This design comes from an exercise in tuning for small area, a short achievable clock period and few clock cycles per item on the open sky130 flow, not from production work.
At most, simulation tests tie the RTL to the original design; equivalence was not proved.
The RTL of run 1 was laid out without a check of its function.

==> flow/design.v, too long to show whole: its modules and the start of the top module <==
// module muldiv_unit: 1194 lines
// module muldiv_fa: 10 lines
// module muldiv_ha: 9 lines
module muldiv_unit #(
    parameter int WIDTH     = 32,
    parameter int DIV_STEPS = 2
) (
    input  logic             clk,
    input  logic             reset,
    input  logic [3:0]       op,
    input  logic [WIDTH-1:0] src_a,
    input  logic [WIDTH-1:0] src_b,
    input  logic [1:0]       rd_sel,
    output logic             busy,
    output logic [WIDTH-1:0] result
);
  // ...
==> flow/flow/run.sh <==
#!/bin/bash
# The standard layout (the standard.sh, unchanged synthesis and steps), except that the
# port buffers that global placement inserts on every input and output use a plain buf_2
# instead of the delay-cell buffer buffer_ports would otherwise pick.
set -euo pipefail
export BUFFER_PORTS_ARGS="-buffer_cell sky130_fd_sc_hd__buf_2"
bash standard.sh > standard.log 2>&1
==> flow/standard.sh <==
#!/bin/bash
# synth_recipe.tcl (not shown) runs the flow's synth.tcl, then flattens the netlist and writes it again
# the make line also repeats each setting of config.mk as NAME=value (left out here)
make -C /OpenROAD-flow-scripts/flow DESIGN_CONFIG=/design/flow/config.mk WORK_HOME=/design/flow/orfs CLKGATE_MAP_FILE= SYNTH_SCRIPT=/design/flow/synth_recipe.tcl "${@:-finish}"
==> flow/config.mk <==
export PLATFORM = sky130hd
export DESIGN_NAME = muldiv_unit
export DESIGN_NICKNAME = muldiv_unit
export VERILOG_FILES = /design/flow/design.v
export SDC_FILE = /design/flow/constraint.sdc
export NUM_CORES = 4
export LEC_CHECK = 0
export ABC_AREA = 1
export CAP_MARGIN = 20
export CORE_MARGIN = 2
export CORE_UTILIZATION = 40
export SLEW_MARGIN = 55
export SYNTH_HIERARCHICAL = 1
==> flow/constraint.sdc <==
create_clock -name core_clock -period 15.0 [get_ports {clk}]
set_input_delay 3.0000 -clock core_clock [delete_from_list [all_inputs] [get_ports {clk}]]
set_output_delay 3.0000 -clock core_clock [all_outputs]
set_load 0.01 [all_outputs]
==> flow_summary_export.csv, run 1 <==
group,metric,value,unit
synth,synth_top_flop_cell,"edfxtp_1",
cells_and_area,nets,4765,
flow_run,max_cap_violations,0,
global_routing,use_met2,55.94,%
cells_and_area,final_cell_mix,"713 x nand2_1, 353 x xor2_1, 348 x inv_1",
timing,finalSetupTns,0,ps
synth,yosysTopAreaCell,"fa_1",
cells_and_area,num-multi-input-gates,3470,
worst_setup_path,required,15420,ps
cells_and_area,n_all_inverters,405,
cells_and_area,multi_input_area_share,74.05,%
timing,finalHoldViolations,0,
detailed_routing,route.met2.wl,65.15,mm
placement,dp.cells,5258,
synth,synth_compound_area_share,22.25,%
clock_tree,htree_levels,4,
timing,slew_violations,0,
global_routing,grt_max_degree,57,
worst_setup_path,cp.depth,28,
run_status,status,"timing/DRC/antenna clean",
detailed_routing,met1_length,62.54,mm
clock_tree,cts_sinks,145,
timing,fin_crit_sh,53.86,%
worst_setup_path,path_max_fanout,21,
cells_and_area,seq_share,11.95,%
worst_setup_path,crit_path_end_kind,"register",
hold_path,hold_path.startpoint,"busy",
synth,synth_cells,4247,
cells_and_area,clkbuf_count,17,
==> run 2: changes to the inputs <==
--- a/flow/design.v
+++ b/flow/design.v
@@ -23,17 +23,17 @@
     localparam logic [3:0] OP_MSUBU = 4'd8;
     localparam logic [3:0] OP_MTHI  = 4'd9;
     localparam logic [3:0] OP_MTLO  = 4'd10;
     typedef enum logic [2:0] {IDLE, MUL, ALIGN, DIV, FIX} state_t;
     state_t           state;
     logic [WIDTH-1:0] hi, lo;
     logic [32:0]      x;         
     logic             macc;      
-    logic             bprev;     
+    logic [7:0]       b_one, b_two, b_neg;   
     logic [DW-1:0]    dv;        
     logic [3:0]       cnt;
     logic             sgn, msub, neg_q, neg_r;
     logic is_mul, is_div, is_sgn, is_acc, is_sub;
     always_comb begin
         is_mul = 1'b0; is_div = 1'b0; is_sgn = 1'b0; is_acc = 1'b0; is_sub = 1'b0;
         case (op)
             OP_MULT:  begin is_mul = 1'b1; is_sgn = 1'b1; end
@@ -49,32 +49,36 @@
     end
     logic              last_mul;
     logic [48:0]       mt, cs_s, cs_c;
     logic [31:0]       mz;
     logic [32:0]       mh;
     logic [33:0]       mu [8];
     logic [33:0]       mux_row;
     logic [16:0]       mcorr;
+    function automatic logic [23:0] booth_sel(input logic [16:0] c, input logic sub);
+        logic [2:0] bits;
+        for (int k = 0; k < 8; k++) begin
+            bits = c[2*k+2 -: 3];
+            booth_sel[k]      = bits[1] ^ bits[0];
+            booth_sel[8 + k]  = (bits[2] & ~bits[1] & ~bits[0]) | (~bits[2] & bits[1] & bits[0]);
+            booth_sel[16 + k] = bits[2] ^ sub;
+        end
+    endfunction
     always_comb begin
-        logic [2:0]  bits;
-        logic        one, two, neg;
+        logic        one;
         logic [33:0] m, r;
         last_mul = (cnt[0] == 1'b0);
         mh = {~x[32], x[31:0]};
         mcorr = '0;
         for (int k = 0; k < 8; k++) begin
-            bits = (k == 0) ? {lo[1], lo[0], bprev} : {lo[2*k+1], lo[2*k], lo[2*k-1]};
-            one  = bits[1] ^ bits[0];
-            two  = (bits[2] & ~bits[1] & ~bits[0]) | (~bits[2] & bits[1] & bits[0]);
-            neg  = bits[2] ^ msub;
-            m    = ({34{one}} & {dv[32], dv[32:0]}) | ({34{two}} & {dv[32:0], 1'b0});
-            r    = m ^ {34{neg}};
+            m    = ({34{b_one[k]}} & {dv[32], dv[32:0]}) | ({34{b_two[k]}} & {dv[32:0], 1'b0});
+            r    = m ^ {34{b_neg[k]}};
             mu[k] = {~r[33], r[32:0]};
-            mcorr[2*k] = neg;
+            mcorr[2*k] = b_neg[k];
         end
         one = last_mul && !sgn && lo[15];
         r = ({34{one}} & {1'b0, dv[32:0]}) ^ {34{one && msub}};
         mux_row = {~r[33], r[32:0]};
         mcorr[16] = one && msub;
         mz = hi & {WIDTH{last_mul && macc}};
     end
     logic hs1;
@@ -1155,28 +1159,28 @@
     end
     always_ff @(posedge clk) begin
         case (state)
             IDLE: begin
                 if (is_mul) begin
                     x    <= {1'b0, (is_acc ? lo : '0)};
                     macc <= is_acc;
                     dv   <= DW'({is_sgn & src_a[WIDTH-1], src_a});
-                    bprev <= 1'b0;
+                    {b_neg, b_two, b_one} <= booth_sel({src_b[15:0], 1'b0}, is_sub);
                     cnt  <= 4'd1;
                     sgn  <= is_sgn;
                     msub <= is_sub;
                 end else if (is_div) begin
                     sgn  <= is_sgn;
                     dv   <= DW'({src_b == '0, pos_a, pos_b});
                 end
             end
             MUL: begin
                 x     <= mt[48:16];
-                bprev <= lo[15];
+                {b_neg, b_two, b_one} <= booth_sel(lo[31:15], msub);
                 cnt   <= cnt - 1'b1;
             end
             ALIGN: begin
                 dv    <= DW'(mag_b) << shamt;
                 cnt   <= nitr;
                 neg_q <= sgn && (hi[WIDTH-1] ^ lo[WIDTH-1]);
                 neg_r <= sgn && hi[WIDTH-1];
             end
--- a/flow/config.mk
+++ b/flow/config.mk
@@ -4,10 +4,10 @@
 export VERILOG_FILES = /design/flow/design.v
 export SDC_FILE = /design/flow/constraint.sdc
 export NUM_CORES = 4
 export LEC_CHECK = 0
 export ABC_AREA = 1
 export CAP_MARGIN = 20
 export CORE_MARGIN = 2
 export CORE_UTILIZATION = 40
-export SLEW_MARGIN = 55
+export SLEW_MARGIN = 20
 export SYNTH_HIERARCHICAL = 1
==> run 2 against run 1 <==
Effect of this change: clock-buffer cell count stayed put; largest cell class unchanged; setup slack worse by 280 ps; first-iteration DRC count is 2.5% lower; still clean; core utilization is 0.19 points lower; synthesized cell count is 4.9% higher; clock skew hardly changed; critical endpoint is now hi[28].
==> flow_summary_export.csv, run 2 <==
group,metric,value,unit
clock_tree,htree_levels,4,
synth,yosysTopAreaCell,"fa_1",
cells_and_area,num-fill-cells,8447,
flow_run,max_cap_violations,0,
clock_tree,insertion_delay,520,ps
synth,yosys.area.top_type_share,18.01,%
worst_setup_path,crit_family,"compound AO/OA/AOI/OAI gates",
worst_setup_path,cp_num_buf_inv,2,
timing,relSlewSlack,15.40,%
die,row_count,104,
detailed_routing,avgRoutedWirePerCell,29.90,um
hold_path,hp-class,"reg -> reg",
hold_path,hold_path.startpoint,"hi[0]",
timing,period_minus_slack,8363,ps
worst_setup_path,crit_path_start_kind,"register",
clock_tree,cts_buffers,17,
timing,max_slew.worst_pin.slew,1256,ps
global_routing,antenna_found_initial,8,
detailed_routing,drt_pass1_iterations,8,
placement,gp_congestion,1.061,
detailed_routing,route.antenna.remaining_nets,0,
timing,timing.fmax,119.6,MHz
synth,ys_ff_latch,168,
die,start_util,40.44,%
clock_tree,cts_sinks,168,
worst_setup_path,path_class,"reg -> reg",
synth,synthTopCellsByArea,"fa_1 18%, xor2_1 9.3%, edfxtp_1 9.2%",
clock_tree,clk_pin_slew,90,ps
placement,io_buffers,104,
worst_setup_path,crit_chain,"clkinv_1 -> fa_1 -> nand3_1 -> nand3_1 -> a21oi_1 -> o21ai_0 -> a21boi_0 -> o21bai_1 -> a21boi_0 -> xor2_1 -> o21ai_0 -> ha_1 -> a21oi_1 -> o21ai_0 -> a21oi_1 -> nor2_1 -> a211oi_1 -> nand3_1 -> nand2_1 -> inv_1 -> nand3_1 -> nand4_1 -> o21ai_0 -> o21ai_0",
synth,avgSynthCellArea,7.313,sq um
die,fp.dieW,289.4,um
detailed_routing,vias,34930,
worst_setup_path,arrival,8750,ps
cells_and_area,area_delta_synth_final,6.933,%
synth,synth_cells,4454,
placement,dp_hpwl,129.1,mm
cells_and_area,final_util,43.24,%
run_status,status,"timing/DRC/antenna clean",
timing,setup_viol,0,
synth,yosys.cell_count.top_type,"nand2_1",
worst_setup_path,required,15380,ps
worst_setup_path,cp.depth,24,
synth,synthDistinctLibCells,67,
timing,finalSetupTns,0,ps
worst_setup_path,r2r_start,"dv[1]",
clock_tree,cts_setup_buffers,0,
timing,rsz0062_at_grt,"no",
global_routing,grt_use_total,39.02,%
synth,synth_top_flop_cell,"edfxtp_1",
clock_tree,cts-root-buf,"clkbuf_16",
timing,slew_violations,0,
worst_setup_path,crit_path_frequent_cell,"o21ai_0",
hold_path,holdPathEnd,"hi[0]",
timing,finalHoldViolations,0,
cells_and_area,drive_above_1_share,6.731,%
detailed_routing,routed_wl,164.6,mm
clock_tree,clock_path_buffers,2,
cells_and_area,final_common_cell,"nand2_1",
worst_setup_path,r2r_slack,6640,ps
synth,ys_seq_area_share,14.44,%
worst_setup_path,path_max_fanout,20,
detailed_routing,vias_per_cell,6.346,
die,dieHeight,289.4,um
synth,ys_top_cells_by_count,"722 x nand2_1, 435 x inv_1, 348 x o21ai_0, 345 x xor2_1, 344 x nor2_1",
global_routing,grt_pass1_wl,235.4,mm
worst_setup_path,slowest_delay,850,ps
worst_setup_path,crit_path_end_kind,"register",
worst_setup_path,worstRegToRegCells,24,
worst_setup_path,reg2reg_to,"hi[28]",
cells_and_area,top_regs,"dv: 34 flops, x: 33 flops",
timing,fin_crit_sh,55.75,%
cells_and_area,nets,4954,
die,io_pins,105,
synth,async_reset_ff_share,40.48,%
global_routing,grt.overflow.total,0,
detailed_routing,drt-initial-drc-count,4724,
clock_tree,cts_resized,0,
detailed_routing,drc_errors,0,
cells_and_area,largest_reg_flops,34,
synth,synthesis.area,32570,sq um
cells_and_area,final_cell_mix,"721 x nand2_1, 433 x inv_1, 348 x o21ai_0",
timing,finClkSkew,17.83,ps
clock_tree,postCtsHoldBufs,0,
global_routing,grt_pass1_vias,32810,
die,dieArea,83730,sq um
clock_tree,cts_tree,"yes",
cells_and_area,largest-register,"dv",
die,core_area,80550,sq um
synth,synth_edf_count,100,
hold_path,min_path_cells,2,
worst_setup_path,critical-path-slowest-cell,"fa_1",
global_routing,grt_max_degree,61,
synth,yosysWarnings,9,
==> run 2: cell count changes in the layout (fill, tap and decap cells not counted), moves of 23 or more <==
cell,change
a21oi_1,+41
edfxtp_1,+23
inv_1,+85
nor2_1,+47
o21ai_0,+51
o21ai_1,-26
==> run 2: metrics by stage <==
step	worst slack (ps)	instances	area, sq um	hold slack [ps]
after detailed placement	6940	5470	34200	519.6
final	6637	5504	34830	549.4
after global placement	7078	5470	34200	524.7
after floorplan	8176	4462	32600	469.2
after CTS	6914	5502	34830	540.0
after global routing	6110	5502	34830	569.2
==> run 2: how the worst max path moves through the flow <==
stage,startpoint,end,slack [ps]
floorplan,rd_sel[1],result[10],8180
global placement,dv[1],hi[28],7080
detailed placement,dv[1],hi[28],6940
CTS,dv[1],hi[28],6910
global route,dv[1],hi[15],6110
finish,dv[1],hi[28],6640
==> run 2: cell type report <==
type	instances	area, sq um	area share [%]
Multi-Input combinational cell	3564	25140	72.18
Sequential cell	168	4705	13.51
Inverter	483	1815	5.212
Tap cell	1060	1326	3.808
Timing Repair Buffer	195	1206	3.463
Clock buffer	17	425.4	1.221
Clock inverter	15	206.4	0.5927
Antenna cell	2	5.005	0.01437
==> run 2: worst register-to-register path: stages (launching register included) <==
cell	delay (ps)
edfxtp_1	410
clkinv_1	720
fa_1	850
nand3_1	130
nand3_1	110
a21oi_1	270
o21ai_0	210
a21boi_0	710
o21bai_1	210
a21boi_0	560
xor2_1	120
o21ai_0	260
ha_1	330
a21oi_1	220
o21ai_0	150
a21oi_1	160
nor2_1	60
a211oi_1	210
nand3_1	330
nand2_1	820
inv_1	710
nand3_1	280
nand4_1	110
o21ai_0	200
o21ai_0	100
==> run 2: routing by layer <==
metal  global-route usage [%]  share of wire [%]  wire, um
met5                        0              0.048        79
met4                    23.14                7.0     11560
met3                    9.756                 12     19990
met2                    54.50                 40     66330
met1                    54.09                 40     66630
==> run 2: kinds of logic (layout without fill, tap and decap cells) <==
logic type | count (synthesis) | in the layout | synth area share, %
and+or+nand+nor | 1436 | 1436 | 18.71
AOI/OAI and AO/OA | 1230 | 1230 | 22.34
buffers and inverters | 730 | 710 | 8.581
adders and majority gates | 453 | 453 | 24.15
xor gates and xnor gates | 426 | 426 | 11.45
DFF | 168 | 168 | 14.44
muxes | 10 | 10 | 0.3073
other | 1 | 11 | 0.01151
==> run 2: per-module statistics from Yosys, one instance, submodules excluded <==
module,times used,flip-flops and latches
muldiv_ha,24,0
muldiv_unit,1,168
muldiv_fa,289,0
Testbench counts of run 2, summed over its fixed seeds: cycles 9,800, items 3,200.
==> run 3: changes to the inputs <==
--- a/flow/config.mk
+++ b/flow/config.mk
@@ -9,5 +9,5 @@
 export CAP_MARGIN = 20
 export CORE_MARGIN = 2
 export CORE_UTILIZATION = 40
-export SLEW_MARGIN = 20
+export SLEW_MARGIN = 70
 export SYNTH_HIERARCHICAL = 1
==> run 3 against run 2 <==
Effect of this change: still clean on timing, DRC and antenna; clock skew grew 1.1 ps; setup slack better by 1100 ps; non-clock buffer count increased by 29; cell count is 0.53% higher; area after synthesis did not move; register-to-register slack improved by 1700 ps; sequential cell count is the same; global-route usage is essentially flat; core utilization is 1.4 points higher; critical path type is now in -> out.
==> flow_summary_export.csv, run 3 <==
group,metric,value,unit
run_status,status,"timing/DRC/antenna clean",
clock_tree,clock_path_buffers,2,
timing,finalHoldViolations,0,
cells_and_area,largest-register,"dv",
cells_and_area,seqCellArea,4708,sq um
die,io_pins,105,
worst_setup_path,arrival,4290,ps
timing,fin_crit_sh,48.59,%
placement,dp_hpwl,130.4,mm
timing,period_minus_slack,7288,ps
synth,yosys.area.top_type_share,18.01,%
timing,rsz0062_at_grt,"no",
detailed_routing,routed_wl,164.7,mm
synth,avgSynthCellArea,7.313,sq um
cells_and_area,final_cell_mix,"715 x nand2_1, 415 x inv_1, 338 x xor2_1",
synth,ys_ff_latch,168,
placement,io_buffers,104,
placement,place_area,35060,sq um
cells_and_area,multiInputGateArea,25660,sq um
worst_setup_path,crit_path_frequent_cell,"buf_2",
worst_setup_path,path_class,"in -> out",
synth,yosys.cell_count.top_type,"nand2_1",
detailed_routing,drt_pass1_iterations,7,
clock_tree,clk_pin_slew,80,ps
detailed_routing,drt-initial-drc-count,4688,
worst_setup_path,required,12000,ps
clock_tree,insertion_delay,520,ps
worst_setup_path,critical-path-slowest-cell,"o22ai_1",
worst_setup_path,crit_path_end_kind,"output port",
die,dieHeight,289.4,um
global_routing,grt_pass1_wl,235.8,mm
cells_and_area,fin_cells,5533,
detailed_routing,vias_per_cell,6.335,
hold_path,hp-class,"reg -> reg",
synth,yosysTopAreaCell,"fa_1",
detailed_routing,avgRoutedWirePerCell,29.77,um
cells_and_area,nets,4983,
timing,timing.fmax,137.2,MHz
placement,gp_congestion,1.061,
synth,synthesis.area,32570,sq um
clock_tree,cts-root-buf,"clkbuf_16",
cells_and_area,largest_reg_flops,34,
detailed_routing,vias,35050,
synth,synthDistinctLibCells,67,
timing,setup_viol,0,
synth,synth_top_flop_cell,"edfxtp_1",
placement,dp.cells,5489,
clock_tree,cts_buffers,17,
global_routing,grt_use_total,39.04,%
global_routing,grt_max_degree,57,
worst_setup_path,crit_chain,"buf_2 -> or2_2 -> buf_6 -> o22ai_1 -> buf_2",
synth,synthTopCellsByArea,"fa_1 18%, xor2_1 9.3%, edfxtp_1 9.2%",
die,core_area,80550,sq um
worst_setup_path,slowest_delay,430,ps
global_routing,grt.overflow.total,0,
global_routing,grt_pass1_vias,33090,
detailed_routing,drc_errors,0,
flow_run,max_cap_violations,0,
die,row_count,104,
timing,max_slew.worst_pin.slew,511.2,ps
timing,finClkSkew,18.96,ps
cells_and_area,drive_above_1_share,9.886,%
cells_and_area,area_delta_synth_final,10.35,%
timing,finalSetupTns,0,ps
synth,async_reset_ff_share,40.48,%
worst_setup_path,path_max_fanout,32,
cells_and_area,top_regs,"dv: 34 flops, x: 33 flops",
global_routing,antenna_found_initial,3,
timing,slew_violations,0,
worst_setup_path,crit_path_start_kind,"primary input",
placement,pre_cts_ws,7284,ps
worst_setup_path,crit_family,"buffers and inverters",
die,fp.dieW,289.4,um
timing,worst_slack,7712,ps
cells_and_area,final_common_cell,"nand2_1",
synth,ys_top_cells_by_count,"722 x nand2_1, 435 x inv_1, 348 x o21ai_0, 345 x xor2_1, 344 x nor2_1",
cells_and_area,num-fill-cells,8362,
clock_tree,cts_setup_buffers,0,
clock_tree,cts_resized,0,
synth,synth_cells,4454,
timing,fin_hold_ws,547.9,ps
timing,relSlewSlack,65.56,%
detailed_routing,route.antenna.remaining_nets,0,
clock_tree,cts_sinks,168,
cells_and_area,final_util,44.63,%
clock_tree,htree_levels,4,
synth,synth_edf_count,100,
cells_and_area,stdcell_area,35940,sq um
synth,yosysWarnings,9,
synth,ys_seq_area_share,14.44,%
die,dieArea,83730,sq um
clock_tree,cts_tree,"yes",
clock_tree,postCtsHoldBufs,0,
worst_setup_path,cp_num_buf_inv,3,
die,start_util,40.44,%
[run 3: cell counts after synthesis]
Identical to the previous run, type by type.
[run 3: Yosys stat by module, one instance, submodules excluded]
| module | cell area, sq um | flip-flops and latches | copies in the design | cells inside |
|---|---|---|---|---|
| muldiv_ha | 12.51 | 0 | 24 | 1 |
| muldiv_unit | 26490 | 168 | 1 | 4141 |
| muldiv_fa | 20.02 | 0 | 289 | 1 |
[run 3: cells by family (layout without fill, tap and decap cells)]
logic type,after synthesis,count (layout),synth area share (%)
other cells,1,11,0.01151
xor+xnor,426,426,11.45
compound gates,1230,1230,22.34
fa+ha+maj,453,453,24.15
mux,10,10,0.3073
simple gates,1436,1436,18.71
flops,168,168,14.44
buf+inv,730,739,8.581
[run 3: path summary, 6_finish.rpt]
path | slack, ps | depth (start not counted) | startpoint | end
worst max-delay path | 7710 | 5 | rd_sel[0] | result[1]
worst max register to register | 8290 | 23 | dv[8] | hi[6]
min in group asynchronous | 2380 | 1 | reset | hi[23]
worst min register to register | 550 | 2 | hi[0] | hi[0]
max in group asynchronous | 11800 | 3 | reset | lo[7]
worst min-delay path | 550 | 2 | hi[0] | hi[0]
[run 3: worst reg2reg max path, delay by kind of cell, from the launching register on]
| kind | cells | cell delay, ps |
|---|---|---|
| flip-flops | 1 | 520 |
| AND/OR/NAND/NOR | 5 | 1160 |
| XOR/XNOR | 1 | 190 |
| AO/OA/AOI/OAI | 6 | 1180 |
| buffers and inverters | 5 | 780 |
| adder cells (fa/ha/maj) | 6 | 2750 |
[run 3: layout make-up]
type | instances | area share, %
clock inverters | 15 | 0.5256
diodes | 2 | 0.01392
well taps | 1060 | 3.690
multi-input cells | 3564 | 71.38
repair buffers | 224 | 4.915
inverters | 483 | 5.194
flip-flops and latches | 168 | 13.10
clock buffers | 17 | 1.184
[run 3: routing by layer]
metal / share of wire [%] / GRT usage [%] / wire length [um] / vias to the layer above
met5: 0.018 / 0 / 29 / -
met4: 6.3 / 21.24 / 10420 / 4
met3: 12 / 9.094 / 19600 / 400
met2: 41 / 55.75 / 67660 / 2362
met1: 41 / 54.25 / 67010 / 17030
li1: - / - / - / 15260
==> run 4: changes to the inputs <==
--- a/flow/config.mk
+++ b/flow/config.mk
@@ -9,5 +9,6 @@
 export CAP_MARGIN = 20
 export CORE_MARGIN = 2
 export CORE_UTILIZATION = 40
-export SLEW_MARGIN = 70
+export PLACE_DENSITY = 0.72
+export SLEW_MARGIN = 55
 export SYNTH_HIERARCHICAL = 1
==> run 4 against run 3 <==
Effect of this change: clock skew is 1.3 ps higher; clock-buffer cell count did not move; wire length fell by 0.27%; core utilization down 1.1 points.
==> flow_summary_export.csv, run 4 <==
group,metric,value,unit
synth,ys_seq_area_share,14.44,%
detailed_routing,routed_wl,164.3,mm
placement,io_buffers,104,
die,dieArea,83730,sq um
cells_and_area,nets,4944,
timing,worst_slack,7165,ps
synth,synth_edf_count,100,
synth,yosys.cell_count.top_type,"nand2_1",
timing,timing.fmax,127.6,MHz
detailed_routing,drt_pass1_iterations,7,
cells_and_area,multiInputGateArea,25280,sq um
die,fp.dieW,289.4,um
detailed_routing,drc_errors,0,
worst_setup_path,path_class,"reg -> reg",
synth,synthTopCellsByArea,"fa_1 18%, xor2_1 9.3%, edfxtp_1 9.2%",
synth,avgSynthCellArea,7.313,sq um
global_routing,grt_pass1_vias,33250,
hold_path,hp-class,"reg -> reg",
timing,slew_violations,0,
worst_setup_path,crit_path_start_kind,"register",
placement,pre_cts_ws,7549,ps
synth,yosys.area.top_type_share,18.01,%
cells_and_area,seqCellArea,4705,sq um
die,row_count,104,
worst_setup_path,r2r_slack,7170,ps
global_routing,grt_use_total,38.87,%
die,dieHeight,289.4,um
global_routing,grt_pass1_wl,234.2,mm
die,start_util,40.44,%
cells_and_area,largest_reg_flops,34,
clock_tree,cts_setup_buffers,0,
synth,ys_ff_latch,168,
worst_setup_path,worstRegToRegCells,28,
worst_setup_path,crit_path_end_kind,"register",
cells_and_area,top_regs,"dv: 34 flops, x: 33 flops",
clock_tree,insertion_delay,530,ps
timing,finalSetupTns,0,ps
worst_setup_path,crit_path_frequent_cell,"nand2_1",
cells_and_area,drive_above_1_share,7.626,%
synth,async_reset_ff_share,40.48,%
timing,finClkSkew,20.28,ps
global_routing,antenna_found_initial,8,
timing,finalHoldViolations,0,
timing,period_minus_slack,7835,ps
placement,dp.cells,5460,
global_routing,grt.overflow.total,0,
synth,synthDistinctLibCells,67,
synth,yosysTopAreaCell,"fa_1",
clock_tree,htree_levels,4,
die,io_pins,105,
clock_tree,cts_sinks,168,
placement,gp_congestion,1.082,
cells_and_area,final_common_cell,"nand2_1",
clock_tree,cts-root-buf,"clkbuf_16",
detailed_routing,drt-initial-drc-count,5761,
detailed_routing,vias,35710,
timing,rsz0062_at_grt,"no",
clock_tree,cts_resized,0,
clock_tree,postCtsHoldBufs,0,
detailed_routing,vias_per_cell,6.490,
flow_run,max_cap_violations,0,
synth,synthesis.area,32570,sq um
worst_setup_path,required,15450,ps
cells_and_area,largest-register,"dv",
die,core_area,80550,sq um
synth,ys_top_cells_by_count,"722 x nand2_1, 435 x inv_1, 348 x o21ai_0, 345 x xor2_1, 344 x nor2_1",
worst_setup_path,arrival,8280,ps
cells_and_area,area_delta_synth_final,7.556,%
timing,setup_viol,0,
hold_path,min_path_cells,2,
timing,max_slew.worst_pin.slew,751.0,ps
global_routing,grt_max_degree,61,
synth,synth_top_flop_cell,"edfxtp_1",
clock_tree,clk_pin_slew,90,ps
detailed_routing,avgRoutedWirePerCell,29.86,um
clock_tree,clock_path_buffers,2,
detailed_routing,route.antenna.remaining_nets,0,
placement,dp_hpwl,127.1,mm
synth,yosysWarnings,9,
clock_tree,cts_buffers,17,
timing,fin_crit_sh,52.23,%
cells_and_area,final_cell_mix,"720 x nand2_1, 428 x inv_1, 339 x xor2_1",
worst_setup_path,slowest_delay,550,ps
timing,fin_hold_ws,529.0,ps
synth,synth_cells,4454,
run_status,status,"timing/DRC/antenna clean",
cells_and_area,num-fill-cells,8214,
clock_tree,cts_tree,"yes",
cells_and_area,fin_cells,5502,
worst_setup_path,critical-path-slowest-cell,"ha_1",
timing,relSlewSlack,49.41,%
worst_setup_path,path_max_fanout,21,
## run 4: cell counts after synthesis
Identical to the previous run, type by type.
## run 4: metal layers
metal	global-route usage [%]	vias up	wire length (um)
met5	0.6250	-	137
met4	21.60	12	11360
met3	15.50	566	24740
met2	54.95	2962	66450
met1	50.22	16990	61580
li1	-	15180	-
## run 4: area by class of cell
cell class	count	area share, %
Multi-Input combinational cell	3564	72.15
Sequential cell	168	13.43
Inverter	483	5.275
Tap cell	1060	3.786
Timing Repair Buffer	185	3.478
Clock buffer	17	1.214
Clock inverter	15	0.5928
Antenna cell	10	0.07143
## run 4: worst paths after layout
kind / startpoint / to
max reg2reg: dv[9] / hi[18]
min: lo[0] / lo[0]
min in group asynchronous: reset / lo[11]
max: dv[9] / hi[18]
min reg2reg: lo[0] / lo[0]
max in group asynchronous: reset / hi[17]
## run 4: metrics by stage
stage          area, sq um  utilization [%]
3_5_place_dp         34310            42.59
4_1_cts              34940            43.38
3_3_place_gp         34100            42.33
2_1_floorplan        32600                -
5_1_grt              35010            43.46
6_report             35030            43.50
## run 4: logic make-up (layout without fill, tap and decap cells)
group / Yosys count / count (layout) / synth area share, %
muxes: 10 / 10 / 0.3073
other: 1 / 19 / 0.01151
and+or+nand+nor: 1436 / 1436 / 18.71
buffers and inverters: 730 / 700 / 8.581
AOI/OAI and AO/OA: 1230 / 1230 / 22.34
DFF: 168 / 168 / 14.44
xor gates and xnor gates: 426 / 426 / 11.45
adders and majority gates: 453 / 453 / 24.15
## run 4: critical path, delay by kind of cell, from the launching register on
family / cells / cell delay [ps]
flip-flops: 1 / 480
buffers and inverters: 8 / 2220
adder cells (fa/ha/maj): 2 / 920
AND/OR/NAND/NOR: 12 / 2910
AO/OA/AOI/OAI: 6 / 1180
## run 4: Yosys stat by module (local to each module, per instance)
module,copies in the design,cells inside,cell area (sq um),flops+latches
muldiv_fa,289,1,20.02,0
muldiv_ha,24,1,12.51,0
muldiv_unit,1,4141,26490,168
==> run 5: changes to the inputs <==
--- a/flow/config.mk
+++ b/flow/config.mk
@@ -6,9 +6,8 @@
 export NUM_CORES = 4
 export LEC_CHECK = 0
 export ABC_AREA = 1
-export CAP_MARGIN = 20
+export CAP_MARGIN = 45
 export CORE_MARGIN = 2
 export CORE_UTILIZATION = 40
-export PLACE_DENSITY = 0.72
 export SLEW_MARGIN = 55
 export SYNTH_HIERARCHICAL = 1
==> run 5 against run 4 <==
Effect of this change: sequential cell count did not move; maximum frequency rose by 4.2%; core utilization rose by 0.11 points; critical path depth fell by 23; clock-buffer cell count did not move; setup slack improved by 320 ps; hold slack improved by 8.3 ps; cell count rose by 0.16%; synthesized cell count did not move; wire length rose by 0.49%; critical path type is now in -> out; critical endpoint is now result[0]; highest routed layer unchanged.
==> flow_summary_export.csv, run 5 <==
group,metric,value,unit
hold_path,holdPathEnd,"hi[0]",
detailed_routing,drt-initial-drc-count,4856,
synth,ys_top_cells_by_count,"722 x nand2_1, 435 x inv_1, 348 x o21ai_0, 345 x xor2_1, 344 x nor2_1",
clock_tree,cts-root-buf,"clkbuf_16",
die,io_pins,105,
worst_setup_path,arrival,4520,ps
timing,setup_viol,0,
hold_path,hold_path.startpoint,"hi[0]",
clock_tree,cts_resized,0,
detailed_routing,route.antenna.remaining_nets,0,
synth,ys_ff_latch,168,
timing,slew_violations,0,
timing,relSlewSlack,51.40,%
clock_tree,cts_setup_buffers,0,
clock_tree,postCtsHoldBufs,0,
placement,dp.cells,5473,
synth,synth_top_flop_cell,"edfxtp_1",
synth,avgSynthCellArea,7.313,sq um
worst_setup_path,path_max_fanout,32,
die,core_area,80550,sq um
placement,gp_congestion,1.061,
cells_and_area,largest_reg_flops,34,
synth,yosys.area.top_type_share,18.01,%
clock_tree,clk_pin_slew,80,ps
worst_setup_path,r2r_start,"lo[15]",
worst_setup_path,required,12000,ps
placement,pre_cts_ws,7197,ps
placement,place_area,34370,sq um
cells_and_area,largest-register,"dv",
detailed_routing,drt_pass1_iterations,6,
flow_run,max_cap_violations,0,
die,row_count,104,
clock_tree,cts_tree,"yes",
hold_path,hp-class,"reg -> reg",
placement,io_buffers,104,
synth,yosysTopAreaCell,"fa_1",
synth,ys_seq_area_share,14.44,%
cells_and_area,multiInputGateArea,25250,sq um
cells_and_area,final_common_cell,"nand2_1",
detailed_routing,drc_errors,0,
clock_tree,cts_sinks,168,
worst_setup_path,crit_path_start_kind,"primary input",
die,dieArea,83730,sq um
timing,finalHoldViolations,0,
global_routing,grt_max_degree,61,
timing,finClkSkew,22.35,ps
cells_and_area,top_regs,"dv: 34 flops, x: 33 flops",
global_routing,antenna_found_initial,7,
worst_setup_path,path_class,"in -> out",
timing,period_minus_slack,7516,ps
timing,fin_hold_ws,537.3,ps
die,start_util,40.44,%
synth,synthTopCellsByArea,"fa_1 18%, xor2_1 9.3%, edfxtp_1 9.2%",
placement,dp_hpwl,129.6,mm
cells_and_area,drive_above_1_share,7.552,%
synth,async_reset_ff_share,40.48,%
cells_and_area,final_util,43.61,%
global_routing,grt_use_total,39.13,%
synth,yosys.cell_count.top_type,"nand2_1",
detailed_routing,routed_wl,165.1,mm
synth,synth_edf_count,100,
hold_path,min_path_cells,2,
synth,synth_cells,4454,
timing,fin_crit_sh,50.11,%
synth,synthDistinctLibCells,67,
clock_tree,htree_levels,4,
detailed_routing,vias,34930,
global_routing,grt.overflow.total,0,
cells_and_area,fin_cells,5511,
clock_tree,insertion_delay,520,ps
timing,rsz0062_at_grt,"no",
global_routing,grt_pass1_wl,235.7,mm
clock_tree,clock_path_buffers,2,
cells_and_area,final_cell_mix,"718 x nand2_1, 429 x inv_1, 341 x xor2_1",
run_status,status,"timing/DRC/antenna clean",
cells_and_area,seqCellArea,4705,sq um
timing,timing.fmax,133.0,MHz
detailed_routing,vias_per_cell,6.339,
timing,max_slew.worst_pin.slew,721.4,ps
die,fp.dieW,289.4,um
worst_setup_path,reg2reg_to,"hi[28]",
global_routing,grt_pass1_vias,32920,
synth,synthesis.area,32570,sq um
detailed_routing,avgRoutedWirePerCell,29.95,um
worst_setup_path,worstRegToRegCells,22,
synth,yosysWarnings,9,
cells_and_area,area_delta_synth_final,7.832,%
worst_setup_path,crit_path_end_kind,"output port",
clock_tree,cts_buffers,17,
cells_and_area,stdcell_area,35120,sq um
timing,worst_slack,7484,ps
worst_setup_path,r2r_slack,7960,ps
cells_and_area,num-fill-cells,8447,
timing,finalSetupTns,0,ps
cells_and_area,nets,4961,
die,dieHeight,289.4,um
run 5: cell counts after synthesis:
Identical to the previous run, type by type.
run 5: layout make-up:
class	count	area share, %
diodes	2	0.01425
clock buffers	17	1.211
clock inverters	15	0.5806
inverters	483	5.222
multi-input cells	3564	71.89
flip-flops and latches	168	13.39
well taps	1060	3.776
repair buffers	202	3.911
run 5: cells by family after synthesis:
family	share of synthesized area (%)
AOI/OAI and AO/OA	22.34
DFF	14.44
and+or+nand+nor	18.71
other	0.01151
buffers and inverters	8.581
xor gates and xnor gates	11.45
muxes	0.3073
adders and majority gates	24.15
run 5: routing by layer:
metal | GRT usage (%) | vias up | part of all wire, %
li1 | - | 15230 | -
met1 | 53.61 | 16950 | 41
met2 | 56.18 | 2373 | 41
met3 | 10.78 | 380 | 12
met4 | 19.95 | 2 | 5.9
met5 | 0 | - | 0.0067
run 5: Yosys stat by module, one instance, submodules excluded:
module / times used / flip-flops and latches / cell area [sq um] / cells
muldiv_ha: 24 / 0 / 12.51 / 1
muldiv_unit: 1 / 168 / 26490 / 4141
muldiv_fa: 289 / 0 / 20.02 / 1
run 5: worst max-delay path: stages:
cell     delay, ps
buf_2          100
or2_2          280
buf_4          250
o22ai_1        590
buf_2          260
run 5: worst max path at each step:
stage,to,depth (start not counted),from,slack [ps]
after floorplan,result[10],5,rd_sel[1],8180
after global placement,hi[28],24,dv[1],7080
after detailed placement,dv[11],27,op[0],7200
after CTS,result[15],5,rd_sel[0],7640
after global routing,dv[11],27,op[0],7300
final,result[0],5,rd_sel[0],7480
==> run 6: changes to the inputs <==
--- a/flow/config.mk
+++ b/flow/config.mk
@@ -6,8 +6,8 @@
 export NUM_CORES = 4
 export LEC_CHECK = 0
 export ABC_AREA = 1
-export CAP_MARGIN = 45
+export CAP_MARGIN = 20
 export CORE_MARGIN = 2
 export CORE_UTILIZATION = 40
-export SLEW_MARGIN = 55
+export SLEW_MARGIN = 62
 export SYNTH_HIERARCHICAL = 1
==> run 6 against run 5 <==
Effect of this change: clock skew is 0.89 ps lower; hold slack worse by 0.94 ps; area after synthesis stayed put; register-to-register slack better by 180 ps; maximum frequency is 0.52% higher; first-iteration DRC count is 0.33% higher; final area is 0.17% higher; critical endpoint unchanged.
==> flow_summary_export.csv, run 6 <==
group,metric,value,unit
global_routing,met1_usage,54.12,%
global_routing,grt_use_met3,9.630,%
cells_and_area,largest-register,"dv",
clock_tree,clock_path_buffers,2,
synth,ys_top_cells_by_count,"722 x nand2_1, 435 x inv_1, 348 x o21ai_0, 345 x xor2_1, 344 x nor2_1",
detailed_routing,drc_errors,0,
cells_and_area,final_cell_mix,"718 x nand2_1, 428 x inv_1, 340 x xor2_1",
synth,synth_cells,4454,
timing,rsz0062_at_grt,"no",
timing,finalHoldViolations,0,
timing,setup_viol,0,
synth,synthesis.area,32570,sq um
timing,fin_crit_sh,49.85,%
detailed_routing,drt-initial-drc-count,4872,
synth,yosys.area.top_type_share,18.01,%
clock_tree,cts_resized,0,
worst_setup_path,required,12000,ps
cells_and_area,nets,4961,
die,fp.dieW,289.4,um
cells_and_area,fin_cells,5511,
global_routing,grt_pass1_vias,32860,
cells_and_area,final_util,43.68,%
flow_run,max_cap_violations,0,
die,io_pins,105,
synth,synth_top_flop_cell,"edfxtp_1",
cells_and_area,final_common_cell,"nand2_1",
timing,max_slew.worst_pin.slew,629.6,ps
detailed_routing,routed_wl,164.4,mm
clock_tree,cts_sinks,168,
worst_setup_path,crit_path_start_kind,"primary input",
worst_setup_path,crit_path_end_kind,"output port",
global_routing,use_met2,55.35,%
placement,pre_cts_ws,7228,ps
cells_and_area,largest_reg_flops,34,
die,dieArea,83730,sq um
synth,synthDistinctLibCells,67,
synth,async_reset_ff_share,40.48,%
global_routing,grt.overflow.total,0,
synth,ys_seq_area_share,14.44,%
clock_tree,clk_pin_slew,80,ps
detailed_routing,route.antenna.remaining_nets,0,
die,start_util,40.44,%
synth,ys_ff_latch,168,
clock_tree,cts-root-buf,"clkbuf_16",
timing,finClkSkew,21.46,ps
synth,yosysTopAreaCell,"fa_1",
worst_setup_path,arrival,4480,ps
global_routing,busiest_layer,"met2",
detailed_routing,vias,34930,
global_routing,grt_use_total,39.06,%
cells_and_area,top_regs,"dv: 34 flops, x: 33 flops",
clock_tree,cts_tree,"yes",
synth,synthTopCellsByArea,"fa_1 18%, xor2_1 9.3%, edfxtp_1 9.2%",
hold_path,hp-class,"reg -> reg",
clock_tree,cts_buffers,17,
clock_tree,cts_setup_buffers,0,
timing,timing.fmax,133.7,MHz
timing,finalSetupTns,0,ps
cells_and_area,stdcell_area,35190,sq um
die,dieHeight,289.4,um
clock_tree,insertion_delay,520,ps
placement,dp_hpwl,129.7,mm
timing,fin_hold_ws,536.4,ps
cells_and_area,drive_above_1_share,7.957,%
worst_setup_path,path_class,"in -> out",
placement,dp.cells,5475,
placement,gp_congestion,1.061,
timing,slew_violations,0,
global_routing,grt_pass1_wl,235.9,mm
cells_and_area,area_delta_synth_final,8.020,%
timing,period_minus_slack,7477,ps
worst_setup_path,path_max_fanout,32,
detailed_routing,vias_per_cell,6.339,
detailed_routing,avgRoutedWirePerCell,29.84,um
placement,io_buffers,104,
timing,relSlewSlack,57.58,%
synth,yosysWarnings,9,
detailed_routing,drt_pass1_iterations,8,
run_status,status,"timing/DRC/antenna clean",
clock_tree,htree_levels,4,
global_routing,antenna_found_initial,2,
synth,avgSynthCellArea,7.313,sq um
synth,synth_edf_count,100,
die,row_count,104,
synth,yosys.cell_count.top_type,"nand2_1",
timing,worst_slack,7523,ps
die,core_area,80550,sq um
placement,place_area,34490,sq um
clock_tree,postCtsHoldBufs,0,
global_routing,grt_max_degree,61,
run 6: cell counts after synthesis:
No cell type changed its count.
run 6: Yosys stat by module, one instance, submodules excluded:
module       times used  flip-flops and latches  cell area (sq um)  cells inside
muldiv_unit           1                     168              26490          4141
muldiv_fa           289                       0              20.02             1
muldiv_ha            24                       0              12.51             1
run 6: final timing paths:
check | end | cells after the start | slack [ps] | startpoint
min in group asynchronous | hi[23] | 1 | 2390 | reset
max | result[0] | 5 | 7520 | rd_sel[0]
max in group asynchronous | lo[13] | 2 | 11760 | reset
min | hi[0] | 2 | 540 | hi[0]
max reg2reg | hi[22] | 23 | 8140 | dv[8]
min reg2reg | hi[0] | 2 | 540 | hi[0]
run 6: cells by family after synthesis:
family	synth area share (%)
xor gates and xnor gates	11.45
muxes	0.3073
AOI/OAI and AO/OA	22.34
DFF	14.44
and+or+nand+nor	18.71
buffers and inverters	8.581
adders and majority gates	24.15
other	0.01151
run 6: area by class of cell:
type,count,area (sq um)
diodes,2,5.005
clock buffers,17,425.4
clock inverters,15,173.9
fillers,8403,45360
inverters,483,1839
multi-input cells,3564,25330
flip-flops and latches,168,4705
well taps,1060,1326
repair buffers,202,1378
run 6: metal layers:
| layer | routed length (um) | share of wire (%) |
|---|---|---|
| met1 | 66510 | 40 |
| met5 | 11 | 0.0067 |
| met3 | 19920 | 12 |
| met2 | 66970 | 41 |
| met4 | 11030 | 6.7 |
run 6: critical path: stages:
cell     delay (ps)
buf_2           100
or2_2           280
buf_4           260
o22ai_1         550
buf_2           250
==> run 7: changes to the inputs <==
--- a/flow/config.mk
+++ b/flow/config.mk
@@ -5,9 +5,8 @@
 export SDC_FILE = /design/flow/constraint.sdc
 export NUM_CORES = 4
 export LEC_CHECK = 0
-export ABC_AREA = 1
 export CAP_MARGIN = 20
 export CORE_MARGIN = 2
 export CORE_UTILIZATION = 40
-export SLEW_MARGIN = 62
+export SLEW_MARGIN = 55
 export SYNTH_HIERARCHICAL = 1
==> run 7 against run 6 <==
Effect of this change: sequential share of layout area is 0.12 points lower; highest routed layer unchanged; non-clock buffer count is 37 higher; maximum frequency is 2.7% higher; largest cell class unchanged; first-iteration DRC count is 9.6% lower; still clean on timing, DRC and antenna; hold slack better by 49 ps.
==> flow_summary_export.csv, run 7 <==
group,metric,value,unit
global_routing,grt_max_degree,58,
synth,ys_ff_latch,168,
detailed_routing,route.antenna.remaining_nets,0,
die,dieHeight,292.8,um
clock_tree,cts-root-buf,"clkbuf_16",
detailed_routing,vias_per_cell,6.659,
worst_setup_path,r2r_start,"dv[14]",
worst_setup_path,reg2reg_to,"hi[24]",
placement,dp_hpwl,112.5,mm
die,core_area,82370,sq um
die,row_count,105,
detailed_routing,drt_pass1_iterations,10,
worst_setup_path,required,15360,ps
hold_path,hold_path.startpoint,"busy",
timing,max_slew.worst_pin.slew,727.5,ps
cells_and_area,final_cell_mix,"412 x xnor2_1, 367 x nand2_1, 293 x fa_1",
timing,finalSetupTns,0,ps
worst_setup_path,arrival,7640,ps
die,io_pins,105,
clock_tree,cts_resized,0,
cells_and_area,largest-register,"dv",
cells_and_area,final_common_cell,"xnor2_1",
detailed_routing,avgRoutedWirePerCell,30.52,um
synth,yosys.cell_count.top_type,"xnor2_1",
synth,async_reset_ff_share,40.48,%
global_routing,antenna_found_initial,5,
clock_tree,insertion_delay,480,ps
clock_tree,htree_levels,4,
synth,synthTopCellsByArea,"fa_1 18%, xnor2_1 11%, edfxtp_1 9.0%",
placement,gp_congestion,1.032,
cells_and_area,largest_reg_flops,34,
timing,slew_violations,0,
detailed_routing,drc_errors,0,
die,fp.dieW,292.8,um
run_status,status,"timing/DRC/antenna clean",
worst_setup_path,path_class,"reg -> reg",
synth,synth_edf_count,100,
cells_and_area,multiInputGateArea,26930,sq um
synth,avgSynthCellArea,8.311,sq um
hold_path,hp-class,"reg -> reg",
worst_setup_path,critical-path-slowest-cell,"nand2_1",
hold_path,min_path_cells,2,
synth,synth_top_flop_cell,"edfxtp_1",
global_routing,grt_pass1_vias,32000,
timing,timing.fmax,137.3,MHz
flow_run,max_cap_violations,0,
global_routing,grt_pass1_wl,220.4,mm
clock_tree,cts_setup_buffers,0,
cells_and_area,drive_above_1_share,9.702,%
worst_setup_path,crit_family,"compound AO/OA/AOI/OAI gates",
worst_setup_path,cp_num_buf_inv,4,
placement,io_buffers,104,
worst_setup_path,cp.depth,23,
clock_tree,cts_sinks,168,
worst_setup_path,path_max_fanout,55,
cells_and_area,area_delta_synth_final,6.476,%
cells_and_area,seqCellArea,4707,sq um
synth,yosys.area.top_type_share,17.58,%
global_routing,grt_use_total,34.76,%
die,start_util,40.51,%
cells_and_area,top_regs,"dv: 34 flops, x: 33 flops",
timing,period_minus_slack,7284,ps
placement,dp.cells,4933,
synth,ys_top_cells_by_count,"414 x xnor2_1, 370 x nand2_1, 317 x clkbuf_1, 293 x fa_1, 274 x a22oi_1",
timing,fin_crit_sh,48.56,%
cells_and_area,fin_cells,4968,
die,dieArea,85740,sq um
worst_setup_path,crit_path_start_kind,"register",
synth,synthesis.area,33370,sq um
hold_path,holdPathEnd,"busy",
clock_tree,postCtsHoldBufs,0,
worst_setup_path,crit_path_end_kind,"register",
timing,rsz0062_at_grt,"no",
clock_tree,clk_pin_slew,80,ps
timing,relSlewSlack,51.50,%
synth,synth_cells,4015,
cells_and_area,nets,4408,
detailed_routing,routed_wl,151.6,mm
worst_setup_path,worstRegToRegCells,23,
global_routing,grt.overflow.total,0,
detailed_routing,drt-initial-drc-count,4405,
cells_and_area,num-fill-cells,8156,
synth,yosysTopAreaCell,"fa_1",
clock_tree,cts_tree,"yes",
synth,synthDistinctLibCells,103,
timing,finClkSkew,15.89,ps
clock_tree,clock_path_buffers,2,
synth,ys_seq_area_share,14.10,%
detailed_routing,vias,33080,
worst_setup_path,crit_chain,"buf_4 -> inv_1 -> ha_1 -> nand4_1 -> or3b_1 -> o211ai_1 -> o2111ai_1 -> and2_1 -> o21ai_4 -> buf_6 -> mux2_2 -> ha_1 -> a21oi_1 -> o21ai_0 -> a31oi_1 -> o21ai_0 -> o21ba_2 -> o221ai_2 -> nand2_1 -> buf_4 -> nor2_1 -> a2111oi_0 -> a31oi_1",
worst_setup_path,slowest_delay,460,ps
clock_tree,cts_buffers,17,
timing,setup_viol,0,
timing,finalHoldViolations,0,
worst_setup_path,r2r_slack,7720,ps
synth,yosysWarnings,9,
## run 7: metal layers
metal	up-vias	GRT usage, %	part of all wire, %
met5	-	0	0.018
met4	4	19.31	6.4
met3	423	8.081	12
met2	2105	51.93	43
met1	16340	46.26	39
li1	14210	-	-
## run 7: cell families (layout without fill, tap and decap cells)
family                   after synthesis  after routing  synth area share [%]
XOR/XNOR                             490            490                 12.91
AO/OA/AOI/OAI                       1244           1244                 25.26
multiplexers                          96             96                 3.011
AND/OR/NAND/NOR                     1068           1068                 15.42
adder cells (fa/ha/maj)              453            453                 23.58
other                                  1             11               0.01124
buffers and inverters                495            368                 5.722
flip-flops                           168            168                 14.10
## run 7: modules after synthesis (local to each module, per instance)
module       times used  cell area (sq um)
muldiv_unit           1              27280
muldiv_fa           289              20.02
muldiv_ha            24              12.51
## run 7: worst max-delay path by stage
stage,endpoint,startpoint
CTS,hi[24],dv[14]
global placement,hi[27],dv[10]
detailed placement,dv[8],src_a[31]
floorplan,result[10],rd_sel[0]
finish,hi[24],dv[14]
global route,hi[24],dv[14]
## run 7: final cells by class
type / count / area share [%]
timing repair buffer: 239 / 4.508
sequential: 168 / 13.25
antenna: 2 / 0.01409
clock buffer: 17 / 1.197
inverter: 97 / 1.025
tap: 1070 / 3.768
clock inverter: 15 / 0.4473
multi-input combinational: 3360 / 75.79
## run 7: metrics by stage
stage          instance area (sq um)  hold slack (ps)  util (%)  setup slack [ps]
2_1_floorplan                  33400            534.2         -              8221
6_report                       35530            585.2     43.13              7716
4_1_cts                        35480            590.6     43.07              7530
5_1_grt                        35520            621.2     43.12              7329
3_5_place_dp                   34890            554.4     42.36              7334
3_3_place_gp                   34700            561.6     42.13              7332
## run 7: worst min-delay path: cells and delay by family, from the launching register on
kind,cells,cell delay [ps]
AOI/OAI and AO/OA,1,60
and+or+nand+nor,1,90
DFF,1,400
==> run 8: changes to the inputs <==
--- a/flow/config.mk
+++ b/flow/config.mk
@@ -5,6 +5,7 @@
 export SDC_FILE = /design/flow/constraint.sdc
 export NUM_CORES = 4
 export LEC_CHECK = 0
+export ABC_AREA = 1
 export CAP_MARGIN = 20
 export CORE_MARGIN = 2
 export CORE_UTILIZATION = 40
==> run 8 against run 7 <==
Effect of this change: register-to-register slack gained 260 ps; final area shrank 1.4%; critical path type is now in -> out; area after synthesis shrank 2.4%; cell count grew 11%; synthesized cell count grew 11%; critical endpoint is now result[8]; still clean; clock skew grew 5.9 ps; first-iteration DRC count grew 9.8%.
==> flow_summary_export.csv, run 8 <==
group,metric,value,unit
hold_path,min_path_cells,2,
synth,synth_fa_ha_area_share,24.15,%
timing,finalHoldViolations,0,
timing,relSlewSlack,48.81,%
timing,fin_crit_sh,49.63,%
worst_setup_path,worstRegToRegCells,18,
synth,async_reset_ff_share,40.48,%
run_status,status,"timing/DRC/antenna clean",
worst_setup_path,slowest_delay,520,ps
synth,yosys.cell_count.top_type,"nand2_1",
detailed_routing,routed_wl,164.2,mm
detailed_routing,drc_errors,0,
cells_and_area,top_regs,"dv: 34 flops, x: 33 flops",
detailed_routing,drt-initial-drc-count,4838,
synth,synth_top_family_by_area,"adder cells",
synth,synthXorXnorAreaFrac,11.45,%
timing,finClkSkew,21.80,ps
clock_tree,postCtsHoldBufs,0,
cells_and_area,final_cell_mix,"718 x nand2_1, 430 x inv_1, 341 x xor2_1",
synth,ys_ff_latch,168,
timing,period_minus_slack,7444,ps
placement,gp_congestion,1.061,
worst_setup_path,path_class,"in -> out",
synth,synth_top_flop_cell,"edfxtp_1",
die,fp.dieW,289.4,um
timing,timing.fmax,134.3,MHz
timing,rsz0062_at_grt,"no",
clock_tree,cts_tree,"yes",
worst_setup_path,cp_num_buf_inv,3,
clock_tree,clock_path_buffers,2,
cells_and_area,largest_reg_flops,34,
worst_setup_path,reg2reg_to,"x[26]",
placement,io_buffers,104,
die,io_pins,105,
global_routing,antenna_found_initial,7,
synth,synth_compound_area_share,22.34,%
detailed_routing,drt_pass1_iterations,6,
flow_run,max_cap_violations,0,
global_routing,grt_max_degree,61,
detailed_routing,route.antenna.remaining_nets,0,
hold_path,hp-class,"reg -> reg",
cells_and_area,num-fill-cells,8409,
detailed_routing,vias_per_cell,6.340,
synth,muxShareOfSynthArea,0.3073,%
clock_tree,cts_setup_buffers,0,
synth,synth_edf_count,100,
clock_tree,cts_buffers,17,
clock_tree,clk_pin_slew,90,ps
synth,synthDistinctLibCells,67,
worst_setup_path,crit_path_end_kind,"output port",
synth,ys_top_cells_by_count,"722 x nand2_1, 435 x inv_1, 348 x o21ai_0, 345 x xor2_1, 344 x nor2_1",
synth,yosysTopAreaCell,"fa_1",
cells_and_area,final_common_cell,"nand2_1",
die,core_area,80550,sq um
global_routing,grt.overflow.total,0,
cells_and_area,largest-register,"dv",
die,dieHeight,289.4,um
synth,synthesis.area,32570,sq um
worst_setup_path,crit_path_start_kind,"primary input",
worst_setup_path,r2r_slack,7980,ps
synth,ys_seq_area_share,14.44,%
timing,max_slew.worst_pin.slew,759.8,ps
cells_and_area,drive_above_1_share,7.469,%
worst_setup_path,path_max_fanout,32,
detailed_routing,vias,34930,
synth,avgSynthCellArea,7.313,sq um
cells_and_area,area_delta_synth_final,7.559,%
global_routing,grt_pass1_vias,32840,
worst_setup_path,critical-path-slowest-cell,"o22ai_1",
synth,yosysWarnings,9,
clock_tree,cts_resized,0,
cells_and_area,nets,4957,
worst_setup_path,r2r_start,"lo[15]",
synth,yosys.area.top_type_share,18.01,%
worst_setup_path,crit_family,"buffers and inverters",
worst_setup_path,arrival,4440,ps
synth,synth-simple-area-share,18.71,%
die,row_count,104,
clock_tree,insertion_delay,520,ps
hold_path,holdPathEnd,"hi[0]",
worst_setup_path,required,12000,ps
synth,synth_cells,4454,
synth,synthTopCellsByArea,"fa_1 18%, xor2_1 9.3%, edfxtp_1 9.2%",
placement,dp_hpwl,129.5,mm
timing,finalSetupTns,0,ps
clock_tree,htree_levels,4,
die,start_util,40.44,%
timing,slew_violations,0,
timing,setup_viol,0,
clock_tree,cts_sinks,168,
detailed_routing,avgRoutedWirePerCell,29.81,um
clock_tree,cts-root-buf,"clkbuf_16",
global_routing,grt_pass1_wl,234.8,mm
worst_setup_path,crit_path_frequent_cell,"buf_2",
global_routing,grt_use_total,38.90,%
worst_setup_path,crit_chain,"buf_2 -> or2_2 -> buf_4 -> o22ai_1 -> buf_2",
hold_path,hold_path.startpoint,"hi[0]",
die,dieArea,83730,sq um
run 8: per-module statistics from Yosys, one instance, submodules excluded:
module	cell area, sq um	cells	flops+latches
muldiv_unit	26490	4141	168
muldiv_ha	12.51	1	0
muldiv_fa	20.02	1	0
run 8: through the flow:
step                      hold slack [ps]  std cells  util (%)  setup WS (ps)  cell area, sq um
after floorplan                     469.2       4462         -           8176             32600
after global routing                575.1       5505     43.48           7333             35020
final                               550.1       5510     43.50           7556             35040
after global placement              524.7       5470     42.45           7078             34200
after CTS                           545.3       5505     43.43           7631             34980
after detailed placement            525.7       5473     42.67           7213             34370
run 8: logic make-up (layout without fill, tap and decap cells):
logic type / after synthesis / in the layout
other cells: 1 / 14
xor+xnor: 426 / 426
fa+ha+maj: 453 / 453
compound gates: 1230 / 1230
simple gates: 1436 / 1436
flops: 168 / 168
mux: 10 / 10
buf+inv: 730 / 713
run 8: area by class of cell:
cell class | count | area, sq um | area share, %
flip-flops and latches | 168 | 4705 | 13.43
multi-input cells | 3564 | 25250 | 72.07
diodes | 5 | 12.51 | 0.03571
clock buffers | 17 | 425.4 | 1.214
repair buffers | 198 | 1294 | 3.693
clock inverters | 15 | 188.9 | 0.5392
inverters | 483 | 1836 | 5.239
well taps | 1060 | 1326 | 3.785
run 8: worst min-delay path, cell delays in order, from the launching register on:
cell and delay, ps:
dfrtp_1 400, nand2_1 60, o21ai_0 60
run 8: how the worst max path moves through the flow:
stage                   start          to  slack, ps  cells past startpoint
floorplan           rd_sel[1]  result[10]       8180                      5
global placement        dv[1]      hi[28]       7080                     24
detailed placement      op[0]      dv[11]       7210                     27
CTS                 rd_sel[0]  result[15]       7630                      5
global route            op[0]      dv[11]       7330                     27
finish              rd_sel[0]   result[8]       7560                      5
run 8: routing by layer:
layer,vias up,wire length (um),global-route usage (%)
met5,-,23,0
met4,4,10350,21.12
met3,403,20340,10.43
met2,2353,66800,55.14
met1,16960,66710,53.55
li1,15220,-,-

## static timing again, ports no longer ideal
The results above use ideal ports. As a check the final layouts listed here were re-extracted and re-timed, cells and wires unchanged. Step 1, drivers: a clkbuf_16 drives clk and a buf_2 each remaining input, both assumed. Step 2 also shifts input and output timing later by t, the mid clock arrival at the registers, as if the neighbouring blocks saw the same clock. Three values: ideal ports, drivers, drivers and shift; two values: the first two.
run | shift t [ns] | setup WS [ns] | pins driven straight from the clock port
run 1 | 0.570 | 6.920 / 6.920 / 6.920 | 1
run 2 | 0.582 | 6.637 / 6.637 / 6.637 | 1
run 3 | 0.577 | 7.712 / 7.691 / 7.222 | 1
run 4 | 0.587 | 7.165 / 7.165 / 7.165 | 1
run 5 | 0.576 | 7.484 / 7.463 / 7.077 | 1
run 6 | 0.579 | 7.523 / 7.501 / 7.216 | 1
run 7 | 0.533 | 7.716 / 7.716 / 7.322 | 1
run 8 | 0.577 | 7.556 / 7.537 / 7.132 | 1
After both steps every run listed still meets setup and hold. The setup slack of run 3, which loses most, moves by -0.021 ns with the drivers and by -0.490 ns with both steps.
